Source: an optimization exercise on an open RTL-to-GDS flow (aim: small area and few clock cycles). Production flows keep margins and buffers that such runs may drop. Only simulation tests tie the RTL to the original design; equivalence was not proved. Power figures rest on the tool's default switching activity, not on a simulated workload.

Design morse_key_timing_decoder, start of the top module:
module morse_key_timing_decoder (
  input  logic        clk_i,
  input  logic        rst_ni,
  input  logic        in_valid_i,
  output logic        in_stall_o,
  input  logic [1:0]  func_i,
  input  logic [23:0] duration_us_i,
  output logic        out_valid_o,
  input  logic        out_stall_i,
  output logic [6:0]  character_o,
  output logic        unmatched_o,
  output logic        end_of_message_o,
  output logic        last_o,
  input  logic        cfg_valid_i,
  output logic        cfg_ready_o,
  input  logic [1:0]  cfg_index_i,
  input  logic [23:0] cfg_data_i
);
  localparam logic [23:0] DOT_TIME_RST  = 24'd1000000;
  localparam logic [23:0] DASH_TIME_RST = 24'd3000000;
  localparam logic [23:0] LENIENCY_RST  = 24'd500000;
  logic [23:0] dot_time_q, dash_time_q, leniency_q;
  logic        in_accept, full, pop, win1, win2, wr;
  logic [6:0]  entry;
  assign cfg_ready_o = 1'b1;
  always_ff @(posedge clk_i or negedge rst_ni) begin
    if (!rst_ni) begin
      dot_time_q  <= DOT_TIME_RST;
      dash_time_q <= DASH_TIME_RST;
      leniency_q  <= LENIENCY_RST;
    end else if (cfg_valid_i) begin
      case (cfg_index_i)
        2'd0: dot_time_q  <= cfg_data_i;
        2'd1: dash_time_q <= cfg_data_i;
        2'd2: leniency_q  <= cfg_data_i;
        default: ;
      endcase
    end
  end
  assign in_stall_o = full && !pop && ((func_i == 2'd2) || ((func_i == 2'd0) && (win1 || win2)));
  assign in_accept  = in_valid_i && !in_stall_o;
  mktd_classify u_classify (
    .press_i     (func_i == 2'd0),
    .duration_i  (duration_us_i),
    .dot_time_i  (dot_time_q),
    .dash_time_i (dash_time_q),
    .leniency_i  (leniency_q),
    .win1_o      (win1),
    .win2_o      (win2)
  );
  mktd_decode u_decode (
    .clk_i   (clk_i),
    .rst_ni  (rst_ni),
    .valid_i (in_accept),
    .func_i  (func_i),
    .win1_i  (win1),
    .win2_i  (win2),
    .wr_o    (wr),
    .entry_o (entry)
  );
  mktd_result_fifo u_result_fifo (
    .clk_i            (clk_i),
    .rst_ni           (rst_ni),
    .wr_i             (wr),
    .entry_i          (entry),
    .full_o           (full),
    .pop_o            (pop),
  ...
export LEC_CHECK = 0
export CAP_MARGIN = 20
export CORE_MARGIN = 2
export CORE_UTILIZATION = 40
export SLEW_MARGIN = 20
create_clock -name core_clock -period 10.0 [get_ports {clk_i}]
standard.sh (not shown) runs the stock make flow with config.mk's settings and CLKGATE_MAP_FILE= SYNTH_SCRIPT=/design/flow/synth_recipe.tcl, a recipe that flattens the netlist after the stock synthesis.
==> flow/flow/run.sh <==
#!/bin/bash
# Standard layout with three changes:
#  - the port buffers are the smallest buffer cell;
#  - the clock tree has no dummy loads;
#  - after the standard synthesis, full and half adders whose sum output drives
#    nothing become the smaller cell for their carry alone (flow/netfix.py).
set -euo pipefail
export BUFFER_PORTS_ARGS="-buffer_cell sky130_fd_sc_hd__buf_1"
export CTS_ARGS="-sink_clustering_enable -repair_clock_nets -dont_use_dummy_load -buf_list sky130_fd_sc_hd__clkbuf_8"
RESULTS=orfs/results/${FLOW_PLATFORM:-sky130hd}/morse_key_timing_decoder/base
bash standard.sh synth > flow_synth.log 2>&1
python3 flow/netfix.py "$RESULTS/1_2_yosys.v" > flow_netfix.log 2>&1
touch "$RESULTS/1_2_yosys.v"
bash standard.sh > flow_make.log 2>&1
Other scripts of this flow, unchanged in this note and not shown: flow/flow/netfix.py
The starting point finished with timing, DRC and antenna clean.
Testbench counts at the start, summed over its fixed seeds: cycles 21,145.
Rerun with:
--- a/flow/flow/run.sh
+++ b/flow/flow/run.sh
@@ -7,5 +7,5 @@
 set -euo pipefail
 export BUFFER_PORTS_ARGS="-buffer_cell sky130_fd_sc_hd__buf_1"
-export CTS_ARGS="-sink_clustering_enable -repair_clock_nets -dont_use_dummy_load -buf_list sky130_fd_sc_hd__clkbuf_8"
+export CTS_ARGS="-sink_clustering_enable -repair_clock_nets -dont_use_dummy_load -root_buf sky130_fd_sc_hd__clkbuf_16 -buf_list sky130_fd_sc_hd__clkbuf_8"
 RESULTS=orfs/results/${FLOW_PLATFORM:-sky130hd}/morse_key_timing_decoder/base
 bash standard.sh synth > flow_synth.log 2>&1
=> The new run passed the timing, design-rule and antenna checks. Setup slack is better by 0.058 ns. Critical path depth is unchanged. Wire length went down by 0.48%. Clock skew went down by 0.015 ns. Global-route usage went down by 0.15 points. Die area is unchanged. Final area went up by 1.1%.


The RTL this note starts from:
==> flow/design.v <==
module mktd_classify (
  input  logic        press_i,
  input  logic [23:0] duration_i,
  input  logic [23:0] dot_time_i,
  input  logic [23:0] dash_time_i,
  input  logic [23:0] leniency_i,
  output logic        win1_o,
  output logic        win2_o
);
  localparam int W = 28;
  function automatic logic sign2(input logic [W-1:0] s, input logic [W-1:0] c, input logic ci);
    logic k;
    k = ci;
    for (int i = 0; i < W - 1; i++) k = (s[i] & c[i]) | ((s[i] | c[i]) & k);
    sign2 = s[W-1] ^ c[W-1] ^ k;
  endfunction
  logic [W-1:0] dn, t, l, nl, p2, gn, m;
  logic [W-1:0] s1, c1, s2, c2, a1, a2;
  assign dn = ~{4'd0, duration_i};
  assign t  = W'(dot_time_i);
  assign l  = W'(leniency_i);
  assign nl = ~l;
  assign p2 = press_i ? t << 1 : '0;
  assign gn = ~(press_i ? t : '0);
  assign m  = press_i ? t << 3 : W'(dash_time_i);
  assign s1 = t ^ p2 ^ dn;
  assign a1 = (t & p2) | (t & dn) | (p2 & dn);
  assign c1 = {a1[W-2:0], 1'b0};
  assign s2 = m ^ gn ^ dn;
  assign a2 = (m & gn) | (m & dn) | (gn & dn);
  assign c2 = {a2[W-2:0], 1'b1};
  function automatic logic win(input logic [W-1:0] s, input logic [W-1:0] c,
                               input logic [W-1:0] l, input logic [W-1:0] nl);
    logic [W-1:0] xa, xb;
    xa = (s & c) | (s & l) | (c & l);
    xb = (s & c) | (s & nl) | (c & nl);
    win = !sign2(s ^ c ^ l, {xa[W-2:0], 1'b0}, 1'b0) &&
          sign2(s ^ c ^ nl, {xb[W-2:0], 1'b1}, 1'b1);
  endfunction
  assign win1_o = win(s1, c1, l, nl);
  assign win2_o = win(s2, c2, l, nl);
endmodule
module mktd_decode (
  input  logic       clk_i,
  input  logic       rst_ni,
  input  logic       valid_i,
  input  logic [1:0] func_i,
  input  logic       win1_i,
  input  logic       win2_i,
  output logic       wr_o,
  output logic [6:0] entry_o
);
  logic [4:0] node_q, node_d;
  logic       pending, clear;
  logic [1:0] kind;
  assign pending = (node_q != 5'd1);
  always_comb begin
    node_d = node_q;
    wr_o   = 1'b0;
    kind   = 2'd0;
    clear  = 1'b0;
    if (valid_i) begin
      case (func_i)
        2'd0: begin
          if (win1_i) begin
            clear = 1'b1;
            wr_o  = pending;
          end else if (win2_i) begin
            clear = 1'b1;
            wr_o  = 1'b1;
            kind  = 2'd1;
          end
        end
        2'd1: begin
          if (win1_i || win2_i) begin
            if (node_q[4] || (node_q == 5'd0)) node_d = 5'd0;
            else node_d = {node_q[3:0], !win1_i};
          end
        end
        2'd2: begin
          clear = 1'b1;
          wr_o  = 1'b1;
          kind  = 2'd2;
        end
        default: ;
      endcase
    end
    if (clear) node_d = 5'd1;
  end
  assign entry_o = {node_q, kind};
  always_ff @(posedge clk_i or negedge rst_ni) begin
    if (!rst_ni) node_q <= 5'd1;
    else         node_q <= node_d;
  end
endmodule
module mktd_result_fifo (
  input  logic       clk_i,
  input  logic       rst_ni,
  input  logic       wr_i,
  input  logic [6:0] entry_i,
  output logic       full_o,
  output logic       pop_o,
  output logic       out_valid_o,
  input  logic       out_stall_i,
  output logic [6:0] character_o,
  output logic       unmatched_o,
  output logic       end_of_message_o,
  output logic       last_o
);
  logic [6:0] mem_q [2];
  logic [1:0] vld_q;
  logic       wptr_q, rptr_q;
  logic       space_q;
  logic [6:0] head;
  logic [4:0] node;
  logic [1:0] kind;
  logic       show_space, take;
  logic [6:0] c;
  assign head        = mem_q[rptr_q];
  assign node        = head[6:2];
  assign kind        = head[1:0];
  assign out_valid_o = vld_q[rptr_q];
  assign full_o      = &vld_q;
  assign show_space  = (kind == 2'd1) && (space_q || (node == 5'd1));
  assign take        = out_valid_o && !out_stall_i;
  assign pop_o       = take && last_o;
  always_comb begin
    case (node)
      5'd5:  c = 7'd65;   
      5'd24: c = 7'd66;   
      5'd26: c = 7'd67;   
      5'd12: c = 7'd68;   
      5'd2:  c = 7'd69;   
      5'd18: c = 7'd70;   
      5'd14: c = 7'd71;   
      5'd16: c = 7'd72;   
      5'd4:  c = 7'd73;   
      5'd23: c = 7'd74;   
      5'd13: c = 7'd75;   
      5'd20: c = 7'd76;   
      5'd7:  c = 7'd77;   
      5'd6:  c = 7'd78;   
      5'd15: c = 7'd79;   
      5'd22: c = 7'd80;   
      5'd29: c = 7'd81;   
      5'd10: c = 7'd82;   
      5'd8:  c = 7'd83;   
      5'd3:  c = 7'd84;   
      5'd9:  c = 7'd85;   
      5'd17: c = 7'd86;   
      5'd11: c = 7'd87;   
      5'd25: c = 7'd88;   
      5'd27: c = 7'd89;   
      5'd28: c = 7'd90;   
      default: c = 7'd0;
    endcase
  end
  assign character_o      = show_space ? 7'd32 : c;
  assign unmatched_o      = !show_space && (node != 5'd1) && (c == 7'd0);
  assign end_of_message_o = (kind == 2'd2);
  assign last_o           = (kind != 2'd1) || show_space;
  always_ff @(posedge clk_i) begin
    if (wr_i) mem_q[wptr_q] <= entry_i;
  end
  always_ff @(posedge clk_i or negedge rst_ni) begin
    if (!rst_ni) begin
      vld_q   <= '0;
      wptr_q  <= 1'b0;
      rptr_q  <= 1'b0;
      space_q <= 1'b0;
    end else begin
      if (pop_o) begin
        vld_q[rptr_q] <= 1'b0;
        rptr_q        <= !rptr_q;
      end
      if (wr_i) begin
        vld_q[wptr_q] <= 1'b1;
        wptr_q        <= !wptr_q;
      end
      if (take) space_q <= !last_o;
    end
  end
endmodule
module morse_key_timing_decoder (
  input  logic        clk_i,
  input  logic        rst_ni,
  input  logic        in_valid_i,
  output logic        in_stall_o,
  input  logic [1:0]  func_i,
  input  logic [23:0] duration_us_i,
  output logic        out_valid_o,
  input  logic        out_stall_i,
  output logic [6:0]  character_o,
  output logic        unmatched_o,
  output logic        end_of_message_o,
  output logic        last_o,
  input  logic        cfg_valid_i,
  output logic        cfg_ready_o,
  input  logic [1:0]  cfg_index_i,
  input  logic [23:0] cfg_data_i
);
  localparam logic [23:0] DOT_TIME_RST  = 24'd1000000;
  localparam logic [23:0] DASH_TIME_RST = 24'd3000000;
  localparam logic [23:0] LENIENCY_RST  = 24'd500000;
  logic [23:0] dot_time_q, dash_time_q, leniency_q;
  logic        in_accept, full, pop, win1, win2, wr;
  logic [6:0]  entry;
  assign cfg_ready_o = 1'b1;
  always_ff @(posedge clk_i or negedge rst_ni) begin
    if (!rst_ni) begin
      dot_time_q  <= DOT_TIME_RST;
      dash_time_q <= DASH_TIME_RST;
      leniency_q  <= LENIENCY_RST;
    end else if (cfg_valid_i) begin
      case (cfg_index_i)
        2'd0: dot_time_q  <= cfg_data_i;
        2'd1: dash_time_q <= cfg_data_i;
        2'd2: leniency_q  <= cfg_data_i;
        default: ;
      endcase
    end
  end
  assign in_stall_o = full && !pop && ((func_i == 2'd2) || ((func_i == 2'd0) && (win1 || win2)));
  assign in_accept  = in_valid_i && !in_stall_o;
  mktd_classify u_classify (
    .press_i     (func_i == 2'd0),
    .duration_i  (duration_us_i),
    .dot_time_i  (dot_time_q),
    .dash_time_i (dash_time_q),
    .leniency_i  (leniency_q),
    .win1_o      (win1),
    .win2_o      (win2)
  );
  mktd_decode u_decode (
    .clk_i   (clk_i),
    .rst_ni  (rst_ni),
    .valid_i (in_accept),
    .func_i  (func_i),
    .win1_i  (win1),
    .win2_i  (win2),
    .wr_o    (wr),
    .entry_o (entry)
  );
  mktd_result_fifo u_result_fifo (
    .clk_i            (clk_i),
    .rst_ni           (rst_ni),
    .wr_i             (wr),
    .entry_i          (entry),
    .full_o           (full),
    .pop_o            (pop),
    .out_valid_o      (out_valid_o),
    .out_stall_i      (out_stall_i),
    .character_o      (character_o),
    .unmatched_o      (unmatched_o),
    .end_of_message_o (end_of_message_o),
    .last_o           (last_o)
  );
endmodule
export LEC_CHECK = 0
export CAP_MARGIN = 20
export CORE_MARGIN = 2
export CORE_UTILIZATION = 65
export SLEW_MARGIN = 20
create_clock -name core_clock -period 10.0 [get_ports {clk_i}]
==> flow/flow/run.sh <==
#!/bin/bash
# Standard layout with three changes:
#  - the port buffers are the smallest buffer cell;
#  - the clock tree has no dummy loads;
#  - after the standard synthesis, some cells become smaller ones of the same
#    function where the netlist allows (flow/netfix.py).
set -euo pipefail
export BUFFER_PORTS_ARGS="-buffer_cell sky130_fd_sc_hd__buf_1"
export CTS_ARGS="-sink_clustering_enable -repair_clock_nets -dont_use_dummy_load -root_buf sky130_fd_sc_hd__clkbuf_8 -buf_list sky130_fd_sc_hd__clkbuf_4"
RESULTS=orfs/results/${FLOW_PLATFORM:-sky130hd}/morse_key_timing_decoder/base
bash standard.sh synth > flow_synth.log 2>&1
python3 flow/netfix.py "$RESULTS/1_2_yosys.v" > flow_netfix.log 2>&1
touch "$RESULTS/1_2_yosys.v"
bash standard.sh > flow_make.log 2>&1
Other scripts of this flow, unchanged in this note and not shown: flow/flow/netfix.py
The first run completed with no timing, DRC or antenna violations.
Testbench counts at the start, summed over its fixed seeds: cycles 21,145.
Then changed:
--- a/flow/flow/run.sh
+++ b/flow/flow/run.sh
@@ -7,5 +7,5 @@
 set -euo pipefail
 export BUFFER_PORTS_ARGS="-buffer_cell sky130_fd_sc_hd__buf_1"
-export CTS_ARGS="-sink_clustering_enable -repair_clock_nets -dont_use_dummy_load -root_buf sky130_fd_sc_hd__clkbuf_8 -buf_list sky130_fd_sc_hd__clkbuf_4"
+export CTS_ARGS="-sink_clustering_enable -repair_clock_nets -dont_use_dummy_load -buf_list sky130_fd_sc_hd__clkbuf_8"
 RESULTS=orfs/results/${FLOW_PLATFORM:-sky130hd}/morse_key_timing_decoder/base
 bash standard.sh synth > flow_synth.log 2>&1
CORE_UTILIZATION = 80   (was 65)
Outcome: Worst setup slack is worse by 0.35 ns. Sequential power came out higher by about 0.9%. Non-clock buffer count is unchanged. Routed wire length increases by about 11%. Core utilization climbs by 16 points. Register-to-register slack degrades by 0.33 ns. Flip-flop and latch count does not change.
Then changed:
CORE_UTILIZATION = 40   (was 80)
Effect:
- setup slack improves by 0.46 ns
- routed wire length decreases by 8.3%
- die area is higher by 96%
- clock skew rose by 0.010 ns
- power goes down by 4.3%
- final cell count rose by 13%
- synthesized cell count stays the same


RTL: the design.v shown in full above, as it stands there.
==> flow/config.mk <==
export PLATFORM = sky130hd
export DESIGN_NAME = morse_key_timing_decoder
export DESIGN_NICKNAME = morse_key_timing_decoder
export VERILOG_FILES = /design/flow/design.v
export SDC_FILE = /design/flow/constraint.sdc
export NUM_CORES = 4
export LEC_CHECK = 0
export CAP_MARGIN = 20
export CORE_MARGIN = 2
export CORE_UTILIZATION = 40
export SLEW_MARGIN = 20
==> flow/constraint.sdc <==
create_clock -name core_clock -period 10.0 [get_ports {clk_i}]
set_input_delay 2.0000 -clock core_clock [delete_from_list [all_inputs] [get_ports {clk_i}]]
set_output_delay 2.0000 -clock core_clock [all_outputs]
set_load 0.01 [all_outputs]
==> flow/flow/run.sh <==
#!/bin/bash
# Standard layout, with the port buffers made of the smallest buffer cell and
# a clock tree of clkbuf_8 leaves under a clkbuf_16 root, without dummy loads.
set -euo pipefail
export BUFFER_PORTS_ARGS="-buffer_cell sky130_fd_sc_hd__buf_1"
export CTS_ARGS="-sink_clustering_enable -repair_clock_nets -dont_use_dummy_load -root_buf sky130_fd_sc_hd__clkbuf_16 -buf_list sky130_fd_sc_hd__clkbuf_8"
bash standard.sh > flow_make.log 2>&1
Testbench counts at the start, summed over its fixed seeds: cycles 21,145.
Rerun with:
==> flow/flow/run.sh (replaced) <==
#!/bin/bash
# Standard layout, with the port buffers made of the smallest buffer cell and
# a clock tree of clkbuf_8 leaves under a clkbuf_16 root, without dummy loads.
set -euo pipefail
export BUFFER_PORTS_ARGS="-buffer_cell sky130_fd_sc_hd__buf_1"
export CTS_ARGS="-sink_clustering_enable -repair_clock_nets -dont_use_dummy_load -root_buf sky130_fd_sc_hd__clkbuf_16 -buf_list sky130_fd_sc_hd__clkbuf_8 -sink_clustering_size 25 -sink_clustering_max_diameter 80"
bash standard.sh > flow_make.log 2>&1
What happened:
- The changed run finished with timing, DRC and antenna clean
- total power is unchanged
- wire length does not change
- area after synthesis stays the same
- clock power barely changes
- via count is unchanged
- clock-buffer cell count does not change
- utilization stays the same
Rerun with:
==> flow/run.sh (new file) <==
#!/bin/bash
# synth_recipe.tcl (not shown) runs the flow's synth.tcl, then flattens the netlist and writes it again
# the make line also repeats each setting of config.mk as NAME=value (left out here)
make -C /OpenROAD-flow-scripts/flow DESIGN_CONFIG=/design/flow/config.mk WORK_HOME=/design/flow/orfs CLKGATE_MAP_FILE= SYNTH_SCRIPT=/design/flow/synth_recipe.tcl finish
removed: flow/flow/run.sh
removed: flow/standard.sh
Effect: The new run completed with no timing, DRC or antenna violations; register-to-register slack improved by 0.02 ns; setup slack got worse by 0.76 ns; final cell count rises by 0.56%; hold slack is about the same; clock power grows by 22%.
Rerun with:
==> flow/flow/run.sh (new file) <==
#!/bin/bash
# Standard layout, with the port buffers made of the smallest buffer cell.
set -euo pipefail
export BUFFER_PORTS_ARGS="-buffer_cell sky130_fd_sc_hd__buf_1"
bash standard.sh > flow_make.log 2>&1
==> flow/standard.sh (new file) <==
#!/bin/bash
# synth_recipe.tcl (not shown) runs the flow's synth.tcl, then flattens the netlist and writes it again
# the make line also repeats each setting of config.mk as NAME=value (left out here)
make -C /OpenROAD-flow-scripts/flow DESIGN_CONFIG=/design/flow/config.mk WORK_HOME=/design/flow/orfs CLKGATE_MAP_FILE= SYNTH_SCRIPT=/design/flow/synth_recipe.tcl "${@:-finish}"
removed: flow/run.sh
Result:
- utilization goes down by 1.8 points
- maximum frequency is higher by 9.2%
- first-iteration DRC count fell by 19%
- power fell by 2.1%
- design area shrinks by 3.9%
- worst setup slack is better by 0.79 ns
- via count climbs by 1.2%
- sequential share of layout area increases by 0.98 points

re-timing with driven ports:
No port has a modelled driver above. Below, the same layouts with a new extraction and two added sets of constraints. Step 1: set_driving_cell puts a clkbuf_16 on clk_i and a buf_2 on each other input, an assumption about the parent block. Step 2 adds t to the input delays and takes it off the output delays; t is the mean of the earliest and latest rising clock arrival at the registers after step 1. Input paths then give back, and output paths get back, about the clock's delay inside the block. Slacks: no drivers / after step 1 / after step 2; pairs: no drivers / after step 1.
| run | shift t [ns] | setup slack, ns | hold WS [ns] | pins driven straight from the clock port |
|---|---|---|---|---|
| the first run of note 1 | 0.431 | 1.326 / 1.301 / 1.301 | 0.517 / 0.517 / 0.517 | 1 |
| the second run of note 1 | 0.398 | 1.384 / 1.359 / 1.359 | 0.514 / 0.514 / 0.514 | 1 |
| the first run of note 2 | 0.414 | 1.526 / 1.494 / 1.494 | 0.498 / 0.498 / 0.498 | 1 |
| the second run of note 2 | 0.418 | 1.172 / 1.145 / 1.145 | 0.505 / 0.505 / 0.505 | 1 |
| the third run of note 2 | 0.430 | 1.633 / 1.599 / 1.599 | 0.502 / 0.502 / 0.502 | 1 |
| the first run of note 3 | 0.402 | 1.378 / 1.342 / 1.342 | 0.507 / 0.507 / 0.507 | 1 |
| the second run of note 3 | 0.402 | 1.378 / 1.342 / 1.342 | 0.507 / 0.507 / 0.507 | 1 |
| the third run of note 3 | 0.405 | 0.619 / 0.584 / 0.584 | 0.508 / 0.508 / 0.508 | 1 |
| the fourth run of note 3 | 0.413 | 1.406 / 1.371 / 1.371 | 0.511 / 0.511 / 0.511 | 1 |
After both steps every run listed still meets setup and hold.
